Source: an optimization exercise on an open RTL-to-GDS flow (aim: small area). Production flows keep margins and buffers that such runs may drop.
In this exercise RTL edits were held to simulation tests only and were not proved equivalent to the original.
Power is estimated from default activity; no workload was simulated.

<file path="design/flow/design.v">
package fix_pkg;
	typedef logic [4*8-1:0] fix_tag_t;
	typedef logic [32*8-1:0] fix_value_t;
	typedef logic [5:0] fix_len_t;
	typedef enum logic [1:0] {
		kind_tag   = 2'd0,
		kind_sep   = 2'd1,
		kind_value = 2'd2,
		kind_end   = 2'd3
	} fix_byte_kind_e;
endpackage
`timescale 1ns/1ps
module fix_lexer (
	input  logic           clk,
	input  logic           rst,
	input  logic [7:0]     byte_i,
	input  logic           byte_valid_i,
	output logic [7:0]     lex_byte_o,
	output fix_pkg::fix_byte_kind_e lex_kind_o,
	output logic           lex_strobe_o
);
	logic value_mode;
	fix_pkg::fix_byte_kind_e kind;
	logic           next_value_mode;
	always_comb begin
		kind = fix_pkg::kind_tag;
		next_value_mode = value_mode;
		if (byte_i == 8'h01) begin
			kind = fix_pkg::kind_end;
			next_value_mode = 1'b0;
		end else if (!value_mode) begin
			if (byte_i == 8'h3D) begin
				kind = fix_pkg::kind_sep;
				next_value_mode = 1'b1;
			end else begin
				kind = fix_pkg::kind_tag;
			end
		end else begin
			kind = fix_pkg::kind_value;
		end
	end
	always_ff @(posedge clk) begin
		if (rst) begin
			value_mode <= 1'b0;
		end else if (byte_valid_i) begin
			value_mode <= next_value_mode;
		end
	end
	always_ff @(posedge clk) begin
		if (rst) begin
			lex_strobe_o <= 1'b0;
			lex_kind_o <= fix_pkg::kind_tag;
		end else begin
			lex_strobe_o <= byte_valid_i;
			if (byte_valid_i) begin
				lex_kind_o <= kind;
			end
		end
	end
	always_ff @(posedge clk) begin
		if (byte_valid_i) begin
			lex_byte_o <= byte_i;
		end
	end
endmodule
`timescale 1ns/1ps
module fix_field_extractor (
	input  logic           clk,
	input  logic           rst,
	input  logic [7:0]     lex_byte_i,
	input  fix_pkg::fix_byte_kind_e lex_kind_i,
	input  logic           lex_strobe_i,
	output logic           field_valid_o,
	output fix_pkg::fix_tag_t       tag_o,
	output fix_pkg::fix_value_t     value_o,
	output fix_pkg::fix_len_t       value_len_o,
	output logic           overflow_o,
	output logic           start_of_header_o,
	output logic           end_of_body_o
);
	localparam fix_pkg::fix_tag_t tag_begin = fix_pkg::fix_tag_t'(8'h38);
	localparam fix_pkg::fix_tag_t tag_check = fix_pkg::fix_tag_t'(16'h3130);
	localparam fix_pkg::fix_len_t value_max = fix_pkg::fix_len_t'(32);
	fix_pkg::fix_tag_t   work_tag;
	fix_pkg::fix_value_t work_value;
	fix_pkg::fix_len_t   work_len;
	logic       work_ovf;
	logic field_end;
	logic value_full;
	assign field_end = lex_strobe_i && (lex_kind_i == fix_pkg::kind_end);
	assign value_full = (work_len == value_max);
	always_ff @(posedge clk) begin
		if (rst) begin
			work_tag <= '0;
			work_value <= '0;
			work_len <= '0;
			work_ovf <= 1'b0;
		end else if (lex_strobe_i) begin
			case (lex_kind_i)
				fix_pkg::kind_tag: begin
					work_tag <= {work_tag[4*8-9:0], lex_byte_i};
				end
				fix_pkg::kind_value: begin
					if (value_full) begin
						work_ovf <= 1'b1;
					end else begin
						work_value[8*work_len[4:0] +: 8] <= lex_byte_i;
						work_len <= work_len + 6'd1;
					end
				end
				fix_pkg::kind_end: begin
					work_tag <= '0;
					work_value <= '0;
					work_len <= '0;
					work_ovf <= 1'b0;
				end
				default: begin
					work_len <= work_len;
				end
			endcase
		end
	end
	always_ff @(posedge clk) begin
		if (rst) begin
			field_valid_o <= 1'b0;
			start_of_header_o <= 1'b0;
			end_of_body_o <= 1'b0;
			overflow_o <= 1'b0;
			value_len_o <= '0;
		end else begin
			field_valid_o <= field_end;
			start_of_header_o <= field_end && (work_tag == tag_begin);
			end_of_body_o <= field_end && (work_tag == tag_check);
			if (field_end) begin
				overflow_o <= work_ovf;
				value_len_o <= work_len;
			end
		end
	end
	always_ff @(posedge clk) begin
		if (field_end) begin
			tag_o <= work_tag;
			value_o <= work_value;
		end
	end
endmodule
`timescale 1ns/1ps
module fix_checksum (
	input  logic       clk,
	input  logic       rst,
	input  logic [7:0] lex_byte_i,
	input  logic       lex_strobe_i,
	input  logic       field_valid_i,
	input  logic       start_of_header_i,
	input  logic       end_of_body_i,
	input  fix_pkg::fix_value_t value_i,
	input  fix_pkg::fix_len_t   value_len_i,
	output logic       msg_done_o,
	output logic       checksum_ok_o,
	output logic [7:0] checksum_calc_o,
	output logic [7:0] checksum_recv_o
);
	logic [7:0] field_sum;
	logic [7:0] pending_sum;
	logic [7:0] total;
	logic [7:0]  dig_hi;
	logic [7:0]  dig_mid;
	logic [7:0]  dig_lo;
	logic        digits_ok;
	logic [10:0] recv_num;
	always_ff @(posedge clk) begin
		if (rst) begin
			field_sum <= '0;
			pending_sum <= '0;
		end else if (lex_strobe_i) begin
			if (lex_byte_i == 8'h01) begin
				pending_sum <= field_sum + lex_byte_i;
				field_sum <= '0;
			end else begin
				field_sum <= field_sum + lex_byte_i;
			end
		end
	end
	always_ff @(posedge clk) begin
		if (rst) begin
			total <= '0;
		end else if (field_valid_i) begin
			if (start_of_header_i) begin
				total <= pending_sum;
			end else if (!end_of_body_i) begin
				total <= total + pending_sum;
			end
		end
	end
	assign dig_hi = value_i[7:0] - 8'h30;
	assign dig_mid = value_i[15:8] - 8'h30;
	assign dig_lo = value_i[23:16] - 8'h30;
	assign digits_ok = (value_len_i == 6'd3) && (dig_hi < 8'd10) &&
		(dig_mid < 8'd10) && (dig_lo < 8'd10);
	assign recv_num = 11'(dig_hi[3:0]) * 11'd100 + 11'(dig_mid[3:0]) * 11'd10 +
		11'(dig_lo[3:0]);
	always_ff @(posedge clk) begin
		if (rst) begin
			msg_done_o <= 1'b0;
			checksum_ok_o <= 1'b0;
		end else begin
			msg_done_o <= field_valid_i && end_of_body_i;
			if (field_valid_i && end_of_body_i) begin
				checksum_ok_o <= digits_ok && (recv_num == {3'b000, total});
			end
		end
	end
	always_ff @(posedge clk) begin
		if (field_valid_i && end_of_body_i) begin
			checksum_calc_o <= total;
			checksum_recv_o <= recv_num[7:0];
		end
	end
endmodule
`timescale 1ns/1ps
module fix_parser_top (
	input  logic       clk,
	input  logic       rst,
	input  logic [7:0] byte_i,
	input  logic       byte_valid_i,
	output logic       field_valid_o,
	output fix_pkg::fix_tag_t   tag_o,
	output fix_pkg::fix_value_t value_o,
	output fix_pkg::fix_len_t   value_len_o,
	output logic       overflow_o,
	output logic       start_of_header_o,
	output logic       end_of_body_o,
	output logic       msg_done_o,
	output logic       checksum_ok_o,
	output logic [7:0] checksum_calc_o,
	output logic [7:0] checksum_recv_o
);
	logic [7:0]     lex_byte;
	fix_pkg::fix_byte_kind_e lex_kind;
	logic           lex_strobe;
	fix_lexer lexer0 (
		.clk          (clk),
		.rst          (rst),
		.byte_i       (byte_i),
		.byte_valid_i (byte_valid_i),
		.lex_byte_o   (lex_byte),
		.lex_kind_o   (lex_kind),
		.lex_strobe_o (lex_strobe)
	);
	fix_field_extractor extract0 (
		.clk               (clk),
		.rst               (rst),
		.lex_byte_i        (lex_byte),
		.lex_kind_i        (lex_kind),
		.lex_strobe_i      (lex_strobe),
		.field_valid_o     (field_valid_o),
		.tag_o             (tag_o),
		.value_o           (value_o),
		.value_len_o       (value_len_o),
		.overflow_o        (overflow_o),
		.start_of_header_o (start_of_header_o),
		.end_of_body_o     (end_of_body_o)
	);
	fix_checksum check0 (
		.clk               (clk),
		.rst               (rst),
		.lex_byte_i        (lex_byte),
		.lex_strobe_i      (lex_strobe),
		.field_valid_i     (field_valid_o),
		.start_of_header_i (start_of_header_o),
		.end_of_body_i     (end_of_body_o),
		.value_i           (value_o),
		.value_len_i       (value_len_o),
		.msg_done_o        (msg_done_o),
		.checksum_ok_o     (checksum_ok_o),
		.checksum_calc_o   (checksum_calc_o),
		.checksum_recv_o   (checksum_recv_o)
	);
endmodule
</file>
<file path="design/flow/run.sh">
#!/bin/bash
# synth_recipe.tcl (not shown) runs the flow's synth.tcl, then flattens the netlist and writes it again
# the make line also repeats each setting of config.mk as NAME=value (left out here)
make -C /OpenROAD-flow-scripts/flow DESIGN_CONFIG=/design/flow/config.mk WORK_HOME=/design/flow/orfs CLKGATE_MAP_FILE= SYNTH_SCRIPT=/design/flow/synth_recipe.tcl finish
</file>
<file path="design/flow/config.mk">
export PLATFORM = sky130hd
export DESIGN_NAME = fix_parser_top
export DESIGN_NICKNAME = fix_parser_top
export VERILOG_FILES = /design/flow/design.v
export SDC_FILE = /design/flow/constraint.sdc
export NUM_CORES = 4
export LEC_CHECK = 0
export CAP_MARGIN = 20
export CORE_MARGIN = 2
export CORE_UTILIZATION = 40
export SLEW_MARGIN = 20
</file>
<file path="design/flow/constraint.sdc">
create_clock -name core_clock -period 5.0 [get_ports {clk}]
set_input_delay 1.0000 -clock core_clock [delete_from_list [all_inputs] [get_ports {clk}]]
set_output_delay 1.0000 -clock core_clock [all_outputs]
set_load 0.01 [all_outputs]
</file>
==> summary.txt <==
Synthesis
  • Top cell type's share of synthesized area: 41.2%
  • Number of synthesized flops with an enable pin: 312
  • Number of distinct library cells after synthesis: 74
  • Cell area after synthesis: 22,700 µm²
  • Synth warn: 3
  • Synth area leaders: edfxtp_1 41%, dfxtp_1 30%, a22o_1 4.9%, o2bb2ai_1 4.6%, ha_1 2.5%
  • Most frequent cell after synthesis: dfxtp_1
  • Syn avg cell area: 13.8 µm²
  • Syn Nets: 1,709
  • Yosys top cell by area: edfxtp_1
  • Post-Synthesis Cells: 1,646
  • Ys async rst share: 0%
  • Synth Flop Type: dfxtp_1
  • Yosys reg bits: 647
  • Top cells by count, synth: 335 x dfxtp_1, 312 x edfxtp_1, 127 x a22o_1, 124 x nand2_1, 120 x o2bb2ai_1
  • Post-synthesis sequential area ratio: 70.8%

Power
  • Design Power: 11.2 mW
  • Pleak: 10.0 nW
  • PwrDens: 384 nW/µm²
  • Peak supply drop: 200 µV

Placed design
  • Dpl cells: 2,676
  • Detailed Place HPWL: 41,600 µm
  • Post-placement cell area: 26,800 µm²
  • I/O Buffers: 326
  • Placer Congestion: 0.809

Setup path
  • Crit path max-delay family: adder cells
  • Worst Reg-to-Reg Cells: 12
  • Most frequent cell on the critical path: ha_1
  • Max FO, Critical Path: 7
  • CP max-delay cell: or4_1
  • Critical path endpoint category: flip-flop
  • Worst EP arrival: 4.41 ns
  • Worst-path cell chain: ha_1 -> ha_1 -> fa_1 -> xor2_1 -> ha_1 -> ha_1 -> xnor2_1 -> a21oi_1 -> or4_1 -> a221oi_2 -> o221ai_1 -> o31ai_1
  • WP buf/inv: 0
  • Setup Crit Path Kind: flip-flop to flip-flop
  • Crit path required time: 5.49 ns
  • Startpoint Class: flip-flop
  • Worst path depth: 12
  • R2r setup slk: 1.08 ns
  • Worst path max stage delay: 0.54 ns

Clocking
  • Clock transition at path regs: 0.06 ns
  • CTS-repair resized insts: 0
  • H-tree depth: 3
  • Sink Count: 647
  • CTS tree: yes
  • CTS Buf Count: 68
  • Setup Buffers After CTS: 0
  • Clock latency on the worst-skew pair: 0.60 ns
  • Root buffer cell: clkbuf_16
  • Hold Buf Count CTS: 0
  • CTS max path bufs: 3

Die
  • Core area: 56,300 µm²
  • # rows: 87
  • Die outline width: 242 µm
  • # IOs: 327
  • Die ar.: 58,700 µm²
  • Die Y: 242 µm
  • Initial core utilization: 40.4%

Cells and area
  • Layout cell share with drive strength beyond 1: 8.94%
  • Nets@finish: 2,053
  • Cell Count, Final, Fillers Out: 2,802
  • N_diodes: 0
  • Multi-input gate area: 6230 µm²
  • Register area: 16,100 µm²
  • Final Instance Area: 29,300 µm²
  • Area growth, synth to finish: 28.9%
  • Fill count: 4,713

Timing
  • Max Clk Rate: 255 MHz
  • Unrepaired setup endpoints after global routing: no
  • Max-slew violations: 0
  • Fin Setup TNS: 0 ns
  • Minimum clock period: 3.92 ns
  • Final period util: 78.4%
  • Final setup viols: 0
  • Fin Clk Skew: 0.0167 ns
  • Slew headroom: 22.7%
  • Least-Margin Pin Slew: 1.15 ns
  • Final hold viol count: 0

Route
  • Starting DRC count in detailed routing: 1,047
  • Final WL: 61,800 µm
  • Routed vias: 14.7k
  • Detailed Routing Iterations Pass 1: 5
  • Routed Antenna Nets: 0
  • DR WL/cell: 22.1 µm
  • Routed vias/inst: 5.25
  • DRC: 0

Hold path
  • Worst min-delay path class: flip-flop to flip-flop
  • Hold depth: 0

GRT
  • Total gr overflow: 0
  • Vias in the first global route: 14.6k
  • Antenna violations before repair: 1
  • Largest net degree at the start of global routing: 176
  • Gr usage total: 20.8%
  • First-pass GRT wire length: 93,000 µm

Outcome
  • Status: finished clean

Run
  • Max-Cap Viols: 0
## path summary, 6_finish.rpt
path / startpoint / to
setup / recovery: extract0.value_o[9] / check0.checksum_ok_o
hold / removal: extract0.work_value[33] / extract0.value_o[33]
setup reg to reg: extract0.value_o[9] / check0.checksum_ok_o
hold reg to reg: extract0.work_value[33] / extract0.value_o[33]
## flip-flops by register name, indices dropped and copies added, names as in the netlist, 2 cells and up
signal and cells:
check0.checksum_recv_o 8, lexer0.lex_byte_o 8, extract0.value_o 256, lexer0.lex_kind_o 2, extract0.work_len 6, extract0.work_tag 32
extract0.value_len_o 6, check0.checksum_calc_o 8, check0.total 8, extract0.work_value 256, extract0.tag_o 32, check0.field_sum 8
check0.pending_sum 8
## power breakdown
group	leakage, nW	switching, mW	internal [mW]	total [mW]
Combinational	3.30	0.167	0.0603	0.227
Sequential	5.50	0.0242	5.52	5.55
Clock	1.21	2.10	3.37	5.47
Total	10.0	2.29	8.95	11.2
## final cells by class
cell class,instances,area share [%]
well taps,756,3.23
multi-input cells,893,21.3
inverters,34,0.479
clock inverters,33,1.70
flip-flops and latches,647,54.9
repair buffers,346,11.7
clock buffers,93,6.73
## layout by cell type (no fill, tap or decap), types with 6 or more instances in the layout
master	count
nand2_1	123
clkbuf_8	7
nand3_1	12
fa_1	7
buf_4	20
nor4_1	11
xor2_1	14
ha_1	44
dfxtp_1	335
o2bb2ai_1	120
inv_1	33
a211oi_1	8
clkbuf_16	73
o21ai_0	11
nor3_1	12
a22o_1	127
edfxtp_1	312
nor3_2	7
and3_1	18
nor2b_1	16
clkbuf_1	13
a31oi_1	6
clkdlybuf4s50_1	325
nor2_2	27
a22oi_1	8
xnor2_1	18
bufinv_16	11
a21oi_1	103
nand3b_1	24
nand4_1	6
nor2_1	87
## per-stage QoR
step / worst slack, ns / util [%] / hold slack, ns
final: 1.08 / 52.0 / 0.424
after CTS: 1.14 / 52.0 / 0.427
after floorplan: 1.34 / - / 0.401
after global placement: 1.27 / 47.6 / 0.407
after global routing: 0.951 / 52.0 / 0.438
after detailed placement: 1.17 / 47.6 / 0.416
## cell families after synthesis
kind of cell,count (synthesis),synth area share (%)
DFF,647,70.8
AOI/OAI and AO/OA,414,13.9
and+or+nand+nor,389,8.84
buffers and inverters,106,1.93
adders and majority gates,52,3.10
xor gates and xnor gates,32,1.23
muxes,6,0.270
## per-layer routing
layer  up-vias  track usage [%]  share of wire (%)
li1       6895                -                  -
met1      7221             27.8                 44
met5         -                0                  0
met3        97             5.33                7.5
met4         0             6.72                2.3
met2       491             33.0                 47
## worst register-to-register path, delay by kind of cell (launching register included)
| family | cells | cell delay (ns) |
|---|---|---|
| xor+xnor | 2 | 0.55 |
| compound gates | 4 | 0.72 |
| flops | 1 | 0.45 |
| simple gates | 1 | 0.54 |
| fa+ha+maj | 5 | 1.55 |

[static timing again, ports no longer ideal]
In the flow no input, the clock included, has a driving cell. The finished layout below was timed again as built, in two steps.
Step 1 sets driving cells, clkbuf_16 on the clock port and buf_2 on the other inputs (assumed; they add their load-dependent delay and slew).
Step 2 adds t to the input delays and takes it off the output delays; t is the mean of the earliest and latest rising clock arrival at the registers after step 1. Input paths then give back, and output paths get back, about the clock's delay inside the block.
Slacks: ideal / step 1 / step 2; pairs: ideal / step 1.
t (ns): 0.653
setup WS [ns]: 1.080 / 1.080 / 1.080
slew at the worst register clock pin (ns): 0.06 / 0.06
worst data-port slew with drivers (ns): 0.07
After both steps setup and hold are still met in this run. For this run, drivers alone change the setup slack by 0.000 ns; drivers and shift together by 0.000 ns.
